This is an optimization exercise on Yosys and OpenROAD, whose aim is small area and a short achievable clock period, not a production implementation.
The RTL was checked by simulation tests, not by an equivalence proof against the original design.
Power figures rest on the tool's default switching activity, not on a simulated workload.

## v6
==> flow/design.v <==
module if_stage #(
    parameter int unsigned BTB_IDX_BITS = 4,
    parameter logic [31:0] RESET_PC     = 32'h0000_0000,
    parameter logic [31:0] NOP_INST     = 32'h0000_0013
) (
    input  logic        clk,
    input  logic        reset,
    input  logic        stall,
    input  logic        flush,
    input  logic [31:0] redirect_pc,
    input  logic        upd_valid,
    input  logic [31:0] upd_pc,
    input  logic        upd_taken,
    input  logic [31:0] upd_target,
    output logic [31:0] imem_addr,
    input  logic [31:0] imem_inst,
    output logic [31:0] if_id_inst,
    output logic [31:0] if_id_pc,
    output logic        if_id_valid,
    output logic        if_id_pred_taken,
    output logic [31:0] if_id_pred_target
);
    localparam int unsigned ENTRIES = 1 << BTB_IDX_BITS;
    localparam int unsigned TAG_W   = 30 - BTB_IDX_BITS;
    logic [31:0] pc_q;
    logic [31:0] inst_q;
    logic [31:0] id_pc_q;
    logic        valid_q;
    logic        pt_q;
    logic [31:0] ptgt_q;
    logic [ENTRIES-1:0]            btb_v_q;
    logic [ENTRIES-1:0][TAG_W-1:0] btb_tag_q;
    logic [ENTRIES-1:0][31:0]      btb_tgt_q;
    logic [ENTRIES-1:0][1:0]       btb_ctr_q;
    logic [BTB_IDX_BITS-1:0] idx, uidx;
    logic [ENTRIES-1:0]      usel;
    logic                    uhit;
    logic                    pred_taken;
    logic [31:0]             tgt_rd, pc_inc, pred_next;
    logic                    unused_upd_lsb;
    assign unused_upd_lsb = ^upd_pc[1:0];
    assign idx  = pc_q[BTB_IDX_BITS+1:2];
    assign uidx = upd_pc[BTB_IDX_BITS+1:2];
    always_comb begin
        for (int e = 0; e < ENTRIES; e++) begin
            usel[e]   = upd_valid && (uidx == e[BTB_IDX_BITS-1:0]);
        end
    end
    assign uhit = btb_v_q[uidx] && (btb_tag_q[uidx] == upd_pc[31:BTB_IDX_BITS+2]);
    assign pred_taken = btb_v_q[idx] && btb_ctr_q[idx][1] && (btb_tag_q[idx] == pc_q[31:BTB_IDX_BITS+2]);
    assign tgt_rd     = btb_tgt_q[idx];
    assign pc_inc     = pc_q + 32'd4;
    assign pred_next  = pred_taken ? tgt_rd : pc_inc;
    always_ff @(posedge clk) begin
        if (reset) begin
            pc_q    <= RESET_PC;
            inst_q  <= NOP_INST;
            id_pc_q <= 32'd0;
            valid_q <= 1'b0;
            pt_q    <= 1'b0;
            ptgt_q  <= 32'd0;
        end else if (flush) begin
            pc_q    <= redirect_pc;
            inst_q  <= NOP_INST;
            id_pc_q <= 32'd0;
            valid_q <= 1'b0;
            pt_q    <= 1'b0;
            ptgt_q  <= 32'd0;
        end else if (!stall) begin
            pc_q    <= pred_next;
            inst_q  <= imem_inst;
            id_pc_q <= pc_q;
            valid_q <= 1'b1;
            pt_q    <= pred_taken;
            ptgt_q  <= pred_next;
        end
    end
    always_ff @(posedge clk) begin
        for (int e = 0; e < ENTRIES; e++) begin
            if (reset)
                btb_v_q[e] <= 1'b0;
            else if (usel[e] && upd_taken)
                btb_v_q[e] <= 1'b1;
        end
    end
    always_ff @(posedge clk) begin
        for (int e = 0; e < ENTRIES; e++) begin
            if (usel[e] && upd_taken) begin
                btb_tag_q[e] <= upd_pc[31:BTB_IDX_BITS+2];
                btb_tgt_q[e] <= upd_target;
            end
            if (usel[e]) begin
                if (uhit) begin
                    if (upd_taken) begin
                        if (btb_ctr_q[e] != 2'd3) btb_ctr_q[e] <= btb_ctr_q[e] + 2'd1;
                    end else begin
                        if (btb_ctr_q[e] != 2'd0) btb_ctr_q[e] <= btb_ctr_q[e] - 2'd1;
                    end
                end else if (upd_taken) begin
                    btb_ctr_q[e] <= 2'b10;
                end
            end
        end
    end
    assign imem_addr         = pc_q;
    assign if_id_inst        = inst_q;
    assign if_id_pc          = id_pc_q;
    assign if_id_valid       = valid_q;
    assign if_id_pred_taken  = pt_q;
    assign if_id_pred_target = ptgt_q;
endmodule
clock: 6.0 ns
lec_check: 0
cap_margin: 20
core_margin: 2
core_utilization: 55
setup_slack_margin: 3.5
slew_margin: 20
run.sh (not shown) runs the stock make flow with config.mk's settings and CLKGATE_MAP_FILE= SYNTH_SCRIPT=/design/flow/synth_recipe.tcl, a recipe that flattens the netlist after the stock synthesis.
[inputs] v7 vs v6
--- a/flow/design.v
+++ b/flow/design.v
@@ -34,8 +34,7 @@
     logic [ENTRIES-1:0][1:0]       btb_ctr_q;
     logic [BTB_IDX_BITS-1:0] idx, uidx;
-    logic [ENTRIES-1:0]      usel;
-    logic                    uhit;
+    logic [ENTRIES-1:0]      lhit_e, uhit_e, usel;
     logic                    pred_taken;
-    logic [31:0]             tgt_rd, pc_inc, pred_next;
+    logic [31:0]             tgt_rd, pc_inc;
     logic                    unused_upd_lsb;
     assign unused_upd_lsb = ^upd_pc[1:0];
@@ -44,34 +43,35 @@
     always_comb begin
         for (int e = 0; e < ENTRIES; e++) begin
+            lhit_e[e] = btb_v_q[e] && btb_ctr_q[e][1] && (btb_tag_q[e] == pc_q[31:BTB_IDX_BITS+2]);
+            uhit_e[e] = btb_v_q[e] && (btb_tag_q[e] == upd_pc[31:BTB_IDX_BITS+2]);
             usel[e]   = upd_valid && (uidx == e[BTB_IDX_BITS-1:0]);
         end
     end
-    assign uhit = btb_v_q[uidx] && (btb_tag_q[uidx] == upd_pc[31:BTB_IDX_BITS+2]);
-    assign pred_taken = btb_v_q[idx] && btb_ctr_q[idx][1] && (btb_tag_q[idx] == pc_q[31:BTB_IDX_BITS+2]);
+    assign pred_taken = lhit_e[idx];
     assign tgt_rd     = btb_tgt_q[idx];
     assign pc_inc     = pc_q + 32'd4;
-    assign pred_next  = pred_taken ? tgt_rd : pc_inc;
+    logic        adv, clr;
+    logic [31:0] pc_hold, ptgt_hold;
+    logic [31:0] pc_tk, pc_nt, ptgt_tk, ptgt_nt;
+    assign clr       = reset || flush;
+    assign adv       = !clr && !stall;
+    assign pc_hold   = reset ? RESET_PC : (flush ? redirect_pc : pc_q);
+    assign ptgt_hold = clr ? 32'd0 : ptgt_q;
+    assign pc_tk     = adv ? tgt_rd : pc_hold;
+    assign pc_nt     = adv ? pc_inc : pc_hold;
+    assign ptgt_tk   = adv ? tgt_rd : ptgt_hold;
+    assign ptgt_nt   = adv ? pc_inc : ptgt_hold;
     always_ff @(posedge clk) begin
-        if (reset) begin
-            pc_q    <= RESET_PC;
+        pc_q    <= pred_taken ? pc_tk : pc_nt;
+        ptgt_q  <= pred_taken ? ptgt_tk : ptgt_nt;
+        pt_q    <= adv ? pred_taken : (!clr && pt_q);
+        if (clr) begin
             inst_q  <= NOP_INST;
             id_pc_q <= 32'd0;
             valid_q <= 1'b0;
-            pt_q    <= 1'b0;
-            ptgt_q  <= 32'd0;
-        end else if (flush) begin
-            pc_q    <= redirect_pc;
-            inst_q  <= NOP_INST;
-            id_pc_q <= 32'd0;
-            valid_q <= 1'b0;
-            pt_q    <= 1'b0;
-            ptgt_q  <= 32'd0;
         end else if (!stall) begin
-            pc_q    <= pred_next;
             inst_q  <= imem_inst;
             id_pc_q <= pc_q;
             valid_q <= 1'b1;
-            pt_q    <= pred_taken;
-            ptgt_q  <= pred_next;
         end
     end
@@ -91,5 +91,5 @@
             end
             if (usel[e]) begin
-                if (uhit) begin
+                if (uhit_e[e]) begin
                     if (upd_taken) begin
                         if (btb_ctr_q[e] != 2'd3) btb_ctr_q[e] <= btb_ctr_q[e] + 2'd1;
Notes after the runs:
v7 went all the way through synthesis, placement and routing and the layout is clean on timing, DRC and antenna. Sort v7 and v6 by setup slack of the worst register-to-register path asc -> top: v6. Cell count delta for v7 relative to v6: about 15% higher. For the worst setup slack, v7 came in 1.01 ns higher than v6 did. Post-synthesis instance area for v7: about 3.7% up relative to v6. In the metrics for v7 and v6, the one carrying the higher count of cells resized by post-cts repair is v7. When v7 is set beside v6, its TritonCTS buffer count turns out to be 1 larger. Final design instance area without fill went up by a few percent going from v6 to v7. Relative to v6, number of distinct library cell variants in the gate-level netlist after synthesis decreased by 20 in v7. Comparing v7 and v6, the higher clock power share was measured on v6.


## lane 1
if_stage, a different RTL version from the one above (not shown whole).
Size in the first run: about 3300 cells after synthesis, ~1100 flip-flops, roughly 50000 µm² of cells after synthesis.
==> module if_stage, before the edit <==
module if_stage #(
    parameter int unsigned BTB_IDX_BITS = 4,
    parameter logic [31:0] RESET_PC     = 32'h0000_0000,
    parameter logic [31:0] NOP_INST     = 32'h0000_0013
) (
    input  logic        clk,
    input  logic        reset,
    input  logic        stall,
    input  logic        flush,
    input  logic [31:0] redirect_pc,
    input  logic        upd_valid,
    input  logic [31:0] upd_pc,
    input  logic        upd_taken,
    input  logic [31:0] upd_target,
    output logic [31:0] imem_addr,
    input  logic [31:0] imem_inst,
    output logic [31:0] if_id_inst,
    output logic [31:0] if_id_pc,
    output logic        if_id_valid,
    output logic        if_id_pred_taken,
    output logic [31:0] if_id_pred_target
);
    localparam int unsigned ENTRIES = 1 << BTB_IDX_BITS;
    localparam int unsigned TAG_W   = 30 - BTB_IDX_BITS;
    logic [31:0] pc_q;
    logic [TAG_W-1:0] pc_tag_n_q;
    logic [31:0] inst_q;
    logic [31:0] id_pc_q;
    logic        valid_q;
    logic        pt_q;
    logic [ENTRIES-1:0]            btb_v_q;
    logic [ENTRIES-1:0][TAG_W-1:0] btb_tag_q;
    logic [ENTRIES-1:0][31:0]      btb_tgt_q;
    logic [ENTRIES-1:0][1:0]       btb_ctr_q;
    logic [BTB_IDX_BITS-1:0] idx, uidx;
    logic [ENTRIES-1:0]      lhit_e, uhit_e, usel;
    logic                    pred_taken;
    logic [31:0]             tgt_rd, pc_inc;
    logic                    unused_upd_lsb;
    assign unused_upd_lsb = ^upd_pc[1:0];
    assign idx  = pc_q[BTB_IDX_BITS+1:2];
    assign uidx = upd_pc[BTB_IDX_BITS+1:2];
    always_comb begin
        for (int e = 0; e < ENTRIES; e++) begin
            lhit_e[e] = btb_v_q[e] && btb_ctr_q[e][1] && ((btb_tag_q[e] ^ pc_tag_n_q) == '1);
            uhit_e[e] = btb_v_q[e] && (btb_tag_q[e] == upd_pc[31:BTB_IDX_BITS+2]);
            usel[e]   = upd_valid && (uidx == e[BTB_IDX_BITS-1:0]);
        end
    end
    assign pred_taken = lhit_e[idx];
    assign tgt_rd     = btb_tgt_q[idx];
    assign pc_inc     = pc_q + 32'd4;
    logic        adv, clr;
    logic [31:0] pc_hold;
    logic [31:0] pc_tk, pc_nt;
    assign clr       = reset || flush;
    assign adv       = !clr && !stall;
    assign pc_hold   = reset ? RESET_PC : (flush ? redirect_pc : pc_q);
    assign pc_tk     = adv ? tgt_rd : pc_hold;
    assign pc_nt     = adv ? pc_inc : pc_hold;
    logic [31:0] pc_d;
    assign pc_d = pred_taken ? pc_tk : pc_nt;
    always_ff @(posedge clk) begin
        pc_q       <= pc_d;
        pc_tag_n_q <= ~pc_d[31:BTB_IDX_BITS+2];
        pt_q    <= adv ? pred_taken : (!clr && pt_q);
        if (clr) begin
            inst_q  <= NOP_INST;
            id_pc_q <= 32'd0;
            valid_q <= 1'b0;
        end else if (!stall) begin
            inst_q  <= imem_inst;
            id_pc_q <= pc_q;
            valid_q <= 1'b1;
        end
    end
    always_ff @(posedge clk) begin
        for (int e = 0; e < ENTRIES; e++) begin
            if (reset)
                btb_v_q[e] <= 1'b0;
            else if (usel[e] && upd_taken)
                btb_v_q[e] <= 1'b1;
        end
    end
    always_ff @(posedge clk) begin
        for (int e = 0; e < ENTRIES; e++) begin
            if (usel[e] && upd_taken) begin
                btb_tag_q[e] <= upd_pc[31:BTB_IDX_BITS+2];
                btb_tgt_q[e] <= upd_target;
            end
            if (usel[e]) begin
                if (uhit_e[e]) begin
                    if (upd_taken) begin
                        if (btb_ctr_q[e] != 2'd3) btb_ctr_q[e] <= btb_ctr_q[e] + 2'd1;
                    end else begin
                        if (btb_ctr_q[e] != 2'd0) btb_ctr_q[e] <= btb_ctr_q[e] - 2'd1;
                    end
                end else if (upd_taken) begin
                    btb_ctr_q[e] <= 2'b10;
                end
            end
        end
    end
    assign imem_addr         = pc_q;
    assign if_id_inst        = inst_q;
    assign if_id_pc          = id_pc_q;
    assign if_id_valid       = valid_q;
    assign if_id_pred_taken  = pt_q;
    assign if_id_pred_target = valid_q ? pc_q : 32'd0;
endmodule
export LEC_CHECK = 0
export CAP_MARGIN = 20
export CORE_MARGIN = 2
export CORE_UTILIZATION = 55
export SETUP_SLACK_MARGIN = 3.2
export SLEW_MARGIN = 20
create_clock -name core_clock -period 6.0 [get_ports {clk}]
standard.sh (not shown) runs the stock make flow with config.mk's settings and CLKGATE_MAP_FILE= SYNTH_SCRIPT=/design/flow/synth_recipe.tcl, a recipe that flattens the netlist after the stock synthesis.
==> flow/flow/run.sh <==
#!/bin/bash
set -euo pipefail
export BUFFER_PORTS_ARGS="-buffer_cell sky130_fd_sc_hd__buf_2"
export CTS_ARGS="-sink_clustering_enable -repair_clock_nets -dont_use_dummy_load -sink_clustering_size 30 -sink_clustering_max_diameter 80"
bash standard.sh > flow_make.log 2>&1
--- input diff lane 1..lane 2 ---
==> flow/design.v <==
module if_stage #(
    parameter int unsigned BTB_IDX_BITS = 4,
    parameter logic [31:0] RESET_PC     = 32'h0000_0000,
    parameter logic [31:0] NOP_INST     = 32'h0000_0013
) (
    input  logic        clk,
    input  logic        reset,
    input  logic        stall,
    input  logic        flush,
    input  logic [31:0] redirect_pc,
    input  logic        upd_valid,
    input  logic [31:0] upd_pc,
    input  logic        upd_taken,
    input  logic [31:0] upd_target,
    output logic [31:0] imem_addr,
    input  logic [31:0] imem_inst,
    output logic [31:0] if_id_inst,
    output logic [31:0] if_id_pc,
    output logic        if_id_valid,
    output logic        if_id_pred_taken,
    output logic [31:0] if_id_pred_target
);
    localparam int unsigned ENTRIES = 1 << BTB_IDX_BITS;
    localparam int unsigned TAG_W   = 30 - BTB_IDX_BITS;
    logic [31:0] pc_q;
    logic [31:0] inst_q;
    logic [31:0] id_pc_q;
    logic        valid_q;
    logic        pt_q;
    logic [31:0] ptgt_q;
    logic [ENTRIES-1:0]            btb_v_q;
    logic [ENTRIES-1:0][TAG_W-1:0] btb_tag_q;
    logic [ENTRIES-1:0][31:0]      btb_tgt_q;
    logic [ENTRIES-1:0][1:0]       btb_ctr_q;
    logic [BTB_IDX_BITS-1:0] idx, uidx;
    logic [ENTRIES-1:0]      lhit_e, uhit_e, usel;
    logic                    pred_taken;
    logic [31:0]             tgt_rd, pc_inc;
    logic                    unused_upd_lsb;
    assign unused_upd_lsb = ^upd_pc[1:0];
    assign idx  = pc_q[BTB_IDX_BITS+1:2];
    assign uidx = upd_pc[BTB_IDX_BITS+1:2];
    always_comb begin
        for (int e = 0; e < ENTRIES; e++) begin
            lhit_e[e] = btb_v_q[e] && btb_ctr_q[e][1] && (btb_tag_q[e] == pc_q[31:BTB_IDX_BITS+2]);
            uhit_e[e] = btb_v_q[e] && (btb_tag_q[e] == upd_pc[31:BTB_IDX_BITS+2]);
            usel[e]   = upd_valid && (uidx == e[BTB_IDX_BITS-1:0]);
        end
    end
    assign pred_taken = lhit_e[idx];
    assign tgt_rd     = btb_tgt_q[idx];
    assign pc_inc     = pc_q + 32'd4;
    logic        adv, clr;
    logic [31:0] pc_hold, ptgt_hold;
    logic [31:0] pc_tk, pc_nt, ptgt_tk, ptgt_nt;
    assign clr       = reset || flush;
    assign adv       = !clr && !stall;
    assign pc_hold   = reset ? RESET_PC : (flush ? redirect_pc : pc_q);
    assign ptgt_hold = clr ? 32'd0 : ptgt_q;
    assign pc_tk     = adv ? tgt_rd : pc_hold;
    assign pc_nt     = adv ? pc_inc : pc_hold;
    assign ptgt_tk   = adv ? tgt_rd : ptgt_hold;
    assign ptgt_nt   = adv ? pc_inc : ptgt_hold;
    always_ff @(posedge clk) begin
        pc_q    <= pred_taken ? pc_tk : pc_nt;
        ptgt_q  <= pred_taken ? ptgt_tk : ptgt_nt;
        pt_q    <= adv ? pred_taken : (!clr && pt_q);
        if (clr) begin
            inst_q  <= NOP_INST;
            id_pc_q <= 32'd0;
            valid_q <= 1'b0;
        end else if (!stall) begin
            inst_q  <= imem_inst;
            id_pc_q <= pc_q;
            valid_q <= 1'b1;
        end
    end
    always_ff @(posedge clk) begin
        for (int e = 0; e < ENTRIES; e++) begin
            if (reset)
                btb_v_q[e] <= 1'b0;
            else if (usel[e] && upd_taken)
                btb_v_q[e] <= 1'b1;
        end
    end
    always_ff @(posedge clk) begin
        for (int e = 0; e < ENTRIES; e++) begin
            if (usel[e] && upd_taken) begin
                btb_tag_q[e] <= upd_pc[31:BTB_IDX_BITS+2];
                btb_tgt_q[e] <= upd_target;
            end
            if (usel[e]) begin
                if (uhit_e[e]) begin
                    if (upd_taken) begin
                        if (btb_ctr_q[e] != 2'd3) btb_ctr_q[e] <= btb_ctr_q[e] + 2'd1;
                    end else begin
                        if (btb_ctr_q[e] != 2'd0) btb_ctr_q[e] <= btb_ctr_q[e] - 2'd1;
                    end
                end else if (upd_taken) begin
                    btb_ctr_q[e] <= 2'b10;
                end
            end
        end
    end
    assign imem_addr         = pc_q;
    assign if_id_inst        = inst_q;
    assign if_id_pc          = id_pc_q;
    assign if_id_valid       = valid_q;
    assign if_id_pred_taken  = pt_q;
    assign if_id_pred_target = ptgt_q;
endmodule
[summary]
Number of CTS-inserted buffers (lane 2 vs. lane 1) decreases slightly
Going from lane 1 to lane 2, routed wire length climbed 5.6 mm; clock share of power ~0 delta; die area decreased 1400 µm².
Worst-case reg-to-reg path depth (lower): lane 2
Diff lane 1 -> lane 2: critical-path maximum fanout picked up an extra 1; total power of the final layout shows a reduction of 0.14 mW; power dissipated by switching net loads decreased 0.030 mW; synthesized cell count lost 2.8%; core area now smaller.

==> what the ideal ports hide <==
No port has a modelled driver above. Below, the same layouts with a new extraction and two added sets of constraints.
Step 1 assumes that a clkbuf_16 drives the clock port and a buf_2 every other input.
Step 2 adds t to the input delays and takes it off the output delays; t is the mean of the earliest and latest rising clock arrival at the registers after step 1. Input paths then give back, and output paths get back, about the clock's delay inside the block.
a / b / c = ideal ports / drivers / drivers and shift; a / b = the first two.
run | t (ns) | slack for setup (ns) | hold slack, ns | slew at the worst register clock pin (ns) | worst data-port slew with drivers (ns)
v6 | 0.760 | 2.008 / 1.697 / 0.938 | 0.449 / 0.449 / 0.449 | 0.07 / 0.07 | 0.49
v7 | 0.778 | 3.014 / 3.014 / 2.363 | 0.458 / 0.458 / 0.458 | 0.07 / 0.07 | 0.25
lane 1 | 0.730 | 2.553 / 2.553 / 2.117 | 0.475 / 0.475 / 0.475 | 0.12 / 0.12 | 0.32
lane 2 | 0.708 | 2.946 / 2.946 / 2.420 | 0.453 / 0.453 / 0.453 | 0.12 / 0.12 | 0.13
After both steps every run listed still meets setup and hold. The setup slack of v6, which loses most, moves by -0.311 ns with the drivers and by -1.070 ns with both steps.
